From an optimization exercise on the open Yosys and OpenROAD flow, aimed at small area, a short achievable clock period and few clock cycles per item; shortcuts taken in it are not production practice.
No functional check of the RTL was part of any run shown here.

==> flow/design.v, too long to show whole: its modules and the start of the top module <==
// module julia_pixel_engine: 2861 lines
module julia_pixel_engine #(
  parameter int H_RES    = 640,
  parameter int V_RES    = 480,
  parameter int MAX_ITER = 255,
  parameter int FRAC     = 12
) (
  input  logic        clk,
  input  logic        reset_n,
  input  logic        start,
  input  logic        abort,
  input  logic [15:0] c_re,
  input  logic [15:0] c_im,
  input  logic [15:0] re_start,
  input  logic [15:0] im_start,
  input  logic [15:0] step,
  output logic        draw,
  input  logic        draw_ready,
  output logic [9:0]  x,
  output logic [9:0]  y,
  output logic [7:0]  i,
  output logic        busy,
  output logic        frame_done
);
  // ...
==> flow/flow/run.sh <==
#!/bin/bash
# Standard ORFS layout (the standard.sh, unchanged synthesis), with the resizer's
# setup repair aimed below the clock period: repair_timing gets a setup margin so that
# it keeps improving paths after the 11 ns constraint is met. The make output goes to
# flow_standard.log here; ORFS's own per-step logs are under orfs/logs.
set -euo pipefail
export SETUP_SLACK_MARGIN=7.6
bash standard.sh > flow_standard.log 2>&1
==> flow/standard.sh <==
#!/bin/bash
# synth_recipe.tcl (not shown) runs the flow's synth.tcl, then flattens the netlist and writes it again
# the make line also repeats each setting of config.mk as NAME=value (left out here)
make -C /OpenROAD-flow-scripts/flow DESIGN_CONFIG=/design/flow/config.mk WORK_HOME=/design/flow/orfs CLKGATE_MAP_FILE= SYNTH_SCRIPT=/design/flow/synth_recipe.tcl "${@:-finish}"
==> flow/config.mk <==
export PLATFORM = sky130hd
export DESIGN_NAME = julia_pixel_engine
export DESIGN_NICKNAME = julia_pixel_engine
export VERILOG_FILES = /design/flow/design.v
export SDC_FILE = /design/flow/constraint.sdc
export NUM_CORES = 4
export LEC_CHECK = 0
export CAP_MARGIN = 20
export CORE_MARGIN = 2
export CORE_UTILIZATION = 40
export PLACE_DENSITY = 0.6
export SLEW_MARGIN = 20
==> flow/constraint.sdc <==
create_clock -name core_clock -period 11.0 [get_ports {clk}]
set_input_delay 2.2000 -clock core_clock [delete_from_list [all_inputs] [get_ports {clk}]]
set_output_delay 2.2000 -clock core_clock [all_outputs]
set_load 0.01 [all_outputs]
==> results.txt, run 1 <==
# TYPE chip_impl_metric gauge
chip_impl_metric{name="synthesized_area_fraction_occupied_by_ao_oa_aoi_and_oai_cells",unit="%"} 8.67
chip_impl_info{name="top_regs",value="rb (48), im3 (18), reh3 (18)"} 1
chip_impl_metric{name="critical_path_depth",unit=""} 16
chip_impl_info{name="dominant_cells",value="multi-input combinational cells"} 1
chip_impl_metric{name="worst-endpoint-required",unit="ns"} 11.56
chip_impl_metric{name="syn-instance-count",unit=""} 3413
chip_impl_metric{name="route.met2.wl",unit="microns"} 38100
chip_impl_metric{name="place_congestion",unit=""} 0.823
chip_impl_metric{name="area.sequential",unit="sq um"} 11900
chip_impl_metric{name="worst-path-max-fanout",unit=""} 10
chip_impl_metric{name="die_area",unit="sq um"} 86600
chip_impl_metric{name="synthAdderAreaFrac",unit="%"} 23.1
chip_impl_metric{name="remaining_drc_errors",unit=""} 0
chip_impl_info{name="run_status",value="no timing/DRC/antenna violations"} 1
chip_impl_metric{name="placementRows",unit=""} 106
chip_impl_metric{name="layout_min_cycle_time",unit="ns"} 3.52
chip_impl_info{name="crit_chain",value="nor4_4 > nand4_1 > a2111oi_4 > o21ai_2 > or4b_4 > nand2b_4 > clkinv_4 > buf_16 > ha_4 > inv_2 > ha_1 > a21o_1 > a21oi_2 > xnor2_1 > or3_1 > a21oi_1"} 1
chip_impl_metric{name="critical_path.n_buffers_inverters",unit=""} 3
chip_impl_info{name="hold_class",value="register to register"} 1
chip_impl_metric{name="syn-num-nets",unit=""} 3938
chip_impl_metric{name="finalNonFillerCells",unit=""} 4649
chip_impl_metric{name="multi_input_gate_share_of_the_layout_cell_area",unit="%"} 52.9
chip_impl_metric{name="largest_reg_flops",unit=""} 48
chip_impl_metric{name="post_drt_via_cell_ratio",unit=""} 5.05
chip_impl_info{name="worst_path_dominant_cell_family",value="simple AND/OR/NAND/NOR gates"} 1
chip_impl_metric{name="slew-limit-headroom",unit="%"} 28.3
chip_impl_metric{name="grt_start_max_net_pins",unit=""} 61
chip_impl_metric{name="synth_edf_count",unit=""} 152
chip_impl_info{name="critical-path-slowest-cell",value="sky130_fd_sc_hd__or4b_4"} 1
chip_impl_info{name="clockRootBuffer",value="sky130_fd_sc_hd__clkbuf_16"} 1
chip_impl_metric{name="maxCapViolations",unit=""} 0
chip_impl_metric{name="worst_slew_pin_slew",unit="ns"} 1.07
chip_impl_metric{name="layout-drive-gt1-share",unit="%"} 13.1
chip_impl_metric{name="proportion_of_final_cell_area_spent_on_non_clock_buffers",unit="%"} 4.55
chip_impl_metric{name="total_congestion_overflow_after_global_routing",unit=""} 0
chip_impl_metric{name="synth_area_per_cell",unit="sq um"} 9.88
==> inputs of run 2 (changes only) <==
--- a/flow/flow/run.sh
+++ b/flow/flow/run.sh
@@ -4,5 +4,5 @@
 # it keeps improving paths after the 11 ns constraint is met. The make output goes to
 # flow_standard.log here; ORFS's own per-step logs are under orfs/logs.
 set -euo pipefail
-export SETUP_SLACK_MARGIN=7.6
+export SETUP_SLACK_MARGIN=7.8
 bash standard.sh > flow_standard.log 2>&1
==> results.txt, run 2 <==
# TYPE chip_impl_metric gauge
chip_impl_info{name="run_status",value="no timing/DRC/antenna violations"} 1
chip_impl_metric{name="timing.setup.tns",unit="ns"} 0
chip_impl_metric{name="placed_cells",unit=""} 4479
chip_impl_metric{name="synth.ff_latch_count",unit=""} 508
chip_impl_metric{name="placementRows",unit=""} 106
chip_impl_metric{name="clock-sinks",unit=""} 508
chip_impl_metric{name="die_area",unit="sq um"} 86600
chip_impl_info{name="synthTopCellsByCount",value="370 x sky130_fd_sc_hd__inv_1, 342 x sky130_fd_sc_hd__dfxtp_1, 317 x sky130_fd_sc_hd__xnor2_1"} 1
chip_impl_metric{name="area_growth",unit="%"} 20.7
chip_impl_metric{name="maxClockFrequency",unit="MHz"} 296
chip_impl_metric{name="place_congestion",unit=""} 0.810
chip_impl_info{name="worst_r2r_startpoint",value="im3[9]"} 1
chip_impl_metric{name="slew-limit-headroom",unit="%"} 30.2
chip_impl_metric{name="antennaDiodeCount",unit=""} 0
chip_impl_metric{name="share_of_the_cycle_needed_by_the_critical_path_after_routing",unit="%"} 30.8
chip_impl_info{name="synthDominantAreaCellType",value="sky130_fd_sc_hd__dfxtp_1"} 1
chip_impl_metric{name="antenna_violations_before_repair",unit=""} 6
chip_impl_info{name="top_register",value="rb"} 1
chip_impl_metric{name="antenna_viol_nets_final",unit=""} 0
chip_impl_info{name="grt_setup_unrepaired",value="yes"} 1
chip_impl_metric{name="synth_xor_xnor_area_share",unit="%"} 12.4
chip_impl_metric{name="post_drt_via_cell_ratio",unit=""} 5.06
chip_impl_metric{name="port_buffers",unit=""} 115
chip_impl_info{name="worstReg2RegEnd",value="outst[3]"} 1
chip_impl_metric{name="timing.final.hold_violations",unit=""} 0
chip_impl_metric{name="synth_area_per_cell",unit="sq um"} 9.88
chip_impl_metric{name="worst-r2r-setup-slack",unit="ns"} 7.62
chip_impl_info{name="top_regs",value="rb (48), im3 (18), reh3 (18)"} 1
chip_impl_metric{name="wirelength",unit="microns"} 83300
chip_impl_metric{name="remaining_drc_errors",unit=""} 0
chip_impl_metric{name="maxCapViolations",unit=""} 0
chip_impl_metric{name="die_x",unit="microns"} 294
chip_impl_info{name="mostFrequentLayoutCells",value="363 x sky130_fd_sc_hd__inv_1, 302 x sky130_fd_sc_hd__nand2_1, 279 x sky130_fd_sc_hd__xnor2_1, 249 x sky130_fd_sc_hd__dfxtp_1, 222 x sky130_fd_sc_hd__fa_1"} 1
chip_impl_metric{name="cts_hold_buf",unit=""} 0
chip_impl_metric{name="layout_min_cycle_time",unit="ns"} 3.38
chip_impl_info{name="startpoint_of_the_lowest_slack_hold_path",value="big1"} 1
chip_impl_metric{name="min_path_cells",unit=""} 0
chip_impl_metric{name="ys_seq_area_share",unit="%"} 34.9
chip_impl_metric{name="io-pin-count",unit=""} 116
chip_impl_metric{name="route.vias.total",unit=""} 23851
chip_impl_metric{name="total_congestion_overflow_after_global_routing",unit=""} 0
chip_impl_metric{name="clock_tree.htree_level_count",unit=""} 2
chip_impl_metric{name="synth.mux.area_fraction",unit="%"} 2.83
chip_impl_info{name="critical_path.endpoint_type",value="register"} 1
chip_impl_metric{name="drv_slew",unit=""} 0
chip_impl_metric{name="cts.clk_slew.worst_paths",unit="ns"} 0.06
chip_impl_metric{name="clockBufferDepth",unit=""} 3
chip_impl_metric{name="synth_area",unit="sq um"} 33700
chip_impl_metric{name="floorplan.initialDensity",unit="%"} 40.4
chip_impl_metric{name="async_reset_ff_share",unit="%"} 2.76
chip_impl_metric{name="arrival_time_at_the_worst_endpoint",unit="ns"} 3.94
chip_impl_metric{name="layout-drive-gt1-share",unit="%"} 16.8
chip_impl_metric{name="routed_wire_length_per_instance",unit="microns"} 17.7
chip_impl_info{name="yosysMostFrequentCell",value="sky130_fd_sc_hd__inv_1"} 1
chip_impl_metric{name="worst-path-max-fanout",unit=""} 2
chip_impl_metric{name="post-synth-top-area-fraction",unit="%"} 20.3
chip_impl_metric{name="total_routing_usage_gr",unit="%"} 19.3
chip_impl_metric{name="synthesized_area_fraction_occupied_by_ao_oa_aoi_and_oai_cells",unit="%"} 8.67
chip_impl_info{name="critPathLaunchType",value="register"} 1
chip_impl_metric{name="fill_cells",unit=""} 7639
chip_impl_info{name="dominantRegCellSynth",value="sky130_fd_sc_hd__dfxtp_1"} 1
chip_impl_metric{name="worst-endpoint-required",unit="ns"} 11.56
chip_impl_metric{name="post-dp-hpwl",unit="microns"} 57500
chip_impl_metric{name="first_global_vias",unit=""} 24175
chip_impl_metric{name="largest_reg_flops",unit=""} 48
chip_impl_info{name="mostFrequentLayoutCell",value="sky130_fd_sc_hd__inv_1"} 1
chip_impl_metric{name="post_synth_and_or_nand_nor_area_fraction",unit="%"} 12.1
chip_impl_metric{name="die-height",unit="microns"} 294
chip_impl_info{name="hold_class",value="register to register"} 1
chip_impl_metric{name="syn-instance-count",unit=""} 3413
chip_impl_metric{name="drt_first_iter_violations",unit=""} 1415
chip_impl_metric{name="final_core_utilization",unit="%"} 48.7
chip_impl_metric{name="yosysUniqueCellTypes",unit=""} 74
chip_impl_info{name="synth_top_family_by_area",value="adder cells"} 1
chip_impl_metric{name="syn-num-nets",unit=""} 3938
chip_impl_metric{name="cts_buffer_count",unit=""} 60
chip_impl_metric{name="finalNonFillerCells",unit=""} 4710
chip_impl_info{name="tritoncts",value="built"} 1
chip_impl_info{name="synth_top_cells_by_area",value="sky130_fd_sc_hd__dfxtp_1 20%, sky130_fd_sc_hd__edfxtp_1 14%, sky130_fd_sc_hd__fa_1 13%, sky130_fd_sc_hd__xnor2_1 8.2%, sky130_fd_sc_hd__ha_1 8.0%"} 1
chip_impl_info{name="worst_hold_path.endpoint",value="big2"} 1
chip_impl_metric{name="worst_reg_to_reg_path_cell_count",unit=""} 15
chip_impl_metric{name="detailedRoute.firstPassIterationCount",unit=""} 5
chip_impl_metric{name="finish.instance_area",unit="sq um"} 40700
chip_impl_metric{name="core_area",unit="sq um"} 83600
chip_impl_metric{name="grt_start_max_net_pins",unit=""} 111
chip_impl_metric{name="synth_edf_count",unit=""} 152
chip_impl_metric{name="placed_area",unit="sq um"} 35900
chip_impl_info{name="clockRootBuffer",value="sky130_fd_sc_hd__clkbuf_16"} 1
chip_impl_metric{name="clock_latency_at_the_later_pin_of_the_worst_skew_pair",unit="ns"} 0.64
chip_impl_metric{name="grt_pass1_wl",unit="microns"} 132000
chip_impl_metric{name="synth_warnings",unit=""} 1
chip_impl_metric{name="synthAdderAreaFrac",unit="%"} 23.1
chip_impl_info{name="timing.setup.critical_path_class",value="register to register"} 1
chip_impl_metric{name="finalSetupViolCount",unit=""} 0
chip_impl_metric{name="worst_slew_pin_slew",unit="ns"} 1.05
chip_impl_metric{name="nets",unit=""} 4103
chip_impl_metric{name="final_skew",unit="ns"} 0.0211
run 2: cell counts after synthesis:
No cell type changed its count.
run 2: cell type report:
type | count | area, sq um | area share, %
sequential | 508 | 12000 | 29.4
multi-input combinational | 2374 | 21200 | 52.1
inverter | 376 | 1430 | 3.52
timing repair buffer | 258 | 2420 | 5.95
tap | 1080 | 1350 | 3.32
clock inverter | 32 | 469 | 1.15
clock buffer | 82 | 1870 | 4.58
run 2: worst max path at each step:
stage	start	to	slack [ns]	cells after the start
2_1_floorplan	draw_ready	yo[5]	7.41	8
3_3_place_gp	draw_ready	yo[5]	6.67	8
3_5_place_dp	draw_ready	yo[5]	6.65	8
4_1_cts	im3[6]	outst[3]	7.56	15
5_1_grt	qa0_12	reh3[10]	7.43	17
6_report	im3[9]	outst[3]	7.62	15
run 2: per-stage QoR:
stage / setup slack, ns / hold slack [ns]
2_1_floorplan: 7.41 / 0.310
3_3_place_gp: 6.67 / 0.311
4_1_cts: 7.56 / 0.318
6_report: 7.62 / 0.321
5_1_grt: 7.43 / 0.333
3_5_place_dp: 6.65 / 0.313
run 2: logic make-up after synthesis:
| logic type | after synthesis |
|---|---|
| buffers and inverters | 533 |
| flip-flops | 508 |
| AO/OA/AOI/OAI | 475 |
| adder cells (fa/ha/maj) | 499 |
| multiplexers | 80 |
| XOR/XNOR | 478 |
| AND/OR/NAND/NOR | 840 |
run 2: what timing repair did:
item	in CTS	in global routing
pin swaps	60	81
endpoints found under the setup margin	245	154
resized for setup	339	170
hold endpoints to repair	0	0
buffers inserted	70	41
cloned	3	3
run 2: metal layers:
metal  up-vias  global-route usage, %  wire (microns)
met2       553                   31.6           39200
li1      11598                      -               -
met1     11557                   26.0           37100
met5         -                      0              45
met4         8                   6.05            2200
met3       135                   3.11            4690
run 2: worst max-delay path: stages, from the launching register on:
cell and delay [ns]:
sky130_fd_sc_hd__dfxtp_4 0.35, sky130_fd_sc_hd__nor4_4 0.30, sky130_fd_sc_hd__nand4_1 0.19, sky130_fd_sc_hd__a2111oi_4 0.37, sky130_fd_sc_hd__o21ai_2 0.16, sky130_fd_sc_hd__or4b_4 0.58, sky130_fd_sc_hd__nand2b_4 0.11, sky130_fd_sc_hd__clkinv_4 0.06
sky130_fd_sc_hd__ha_4 0.16, sky130_fd_sc_hd__inv_4 0.05, sky130_fd_sc_hd__ha_4 0.19, sky130_fd_sc_hd__a21o_1 0.16, sky130_fd_sc_hd__a21oi_2 0.13, sky130_fd_sc_hd__xnor2_1 0.08, sky130_fd_sc_hd__or3_1 0.30, sky130_fd_sc_hd__a21oi_1 0.12

[port drivers added, routing unchanged]
How much do the figures lean on ideal ports? The routed layouts below were timed once more, with nothing changed but the port constraints. Step 1, drivers: a clkbuf_16 drives clk and a buf_2 each remaining input, both assumed. Step 2 adds t to the input delays and takes it off the output delays; t is the mean of the earliest and latest rising clock arrival at the registers after step 1. Input paths then give back, and output paths get back, about the clock's delay inside the block. Slacks: ideal ports / drivers / drivers and shift; pairs: ideal ports / drivers.
| run | t, ns | setup WS [ns] | hold WS [ns] | worst setup path after step 2 | clock arrival spread, ns |
|---|---|---|---|---|---|
| run 1 | 0.690 | 7.478 / 7.478 / 7.086 | 0.320 / 0.320 / 0.320 | input to register | 0.043 / 0.044 |
| run 2 | 0.697 | 7.617 / 7.568 / 7.271 | 0.321 / 0.321 / 0.321 | input to register | 0.022 / 0.022 |
After both steps every run listed still meets setup and hold. For run 1, which loses most, drivers alone change the setup slack by 0.000 ns; drivers and shift together by -0.392 ns.
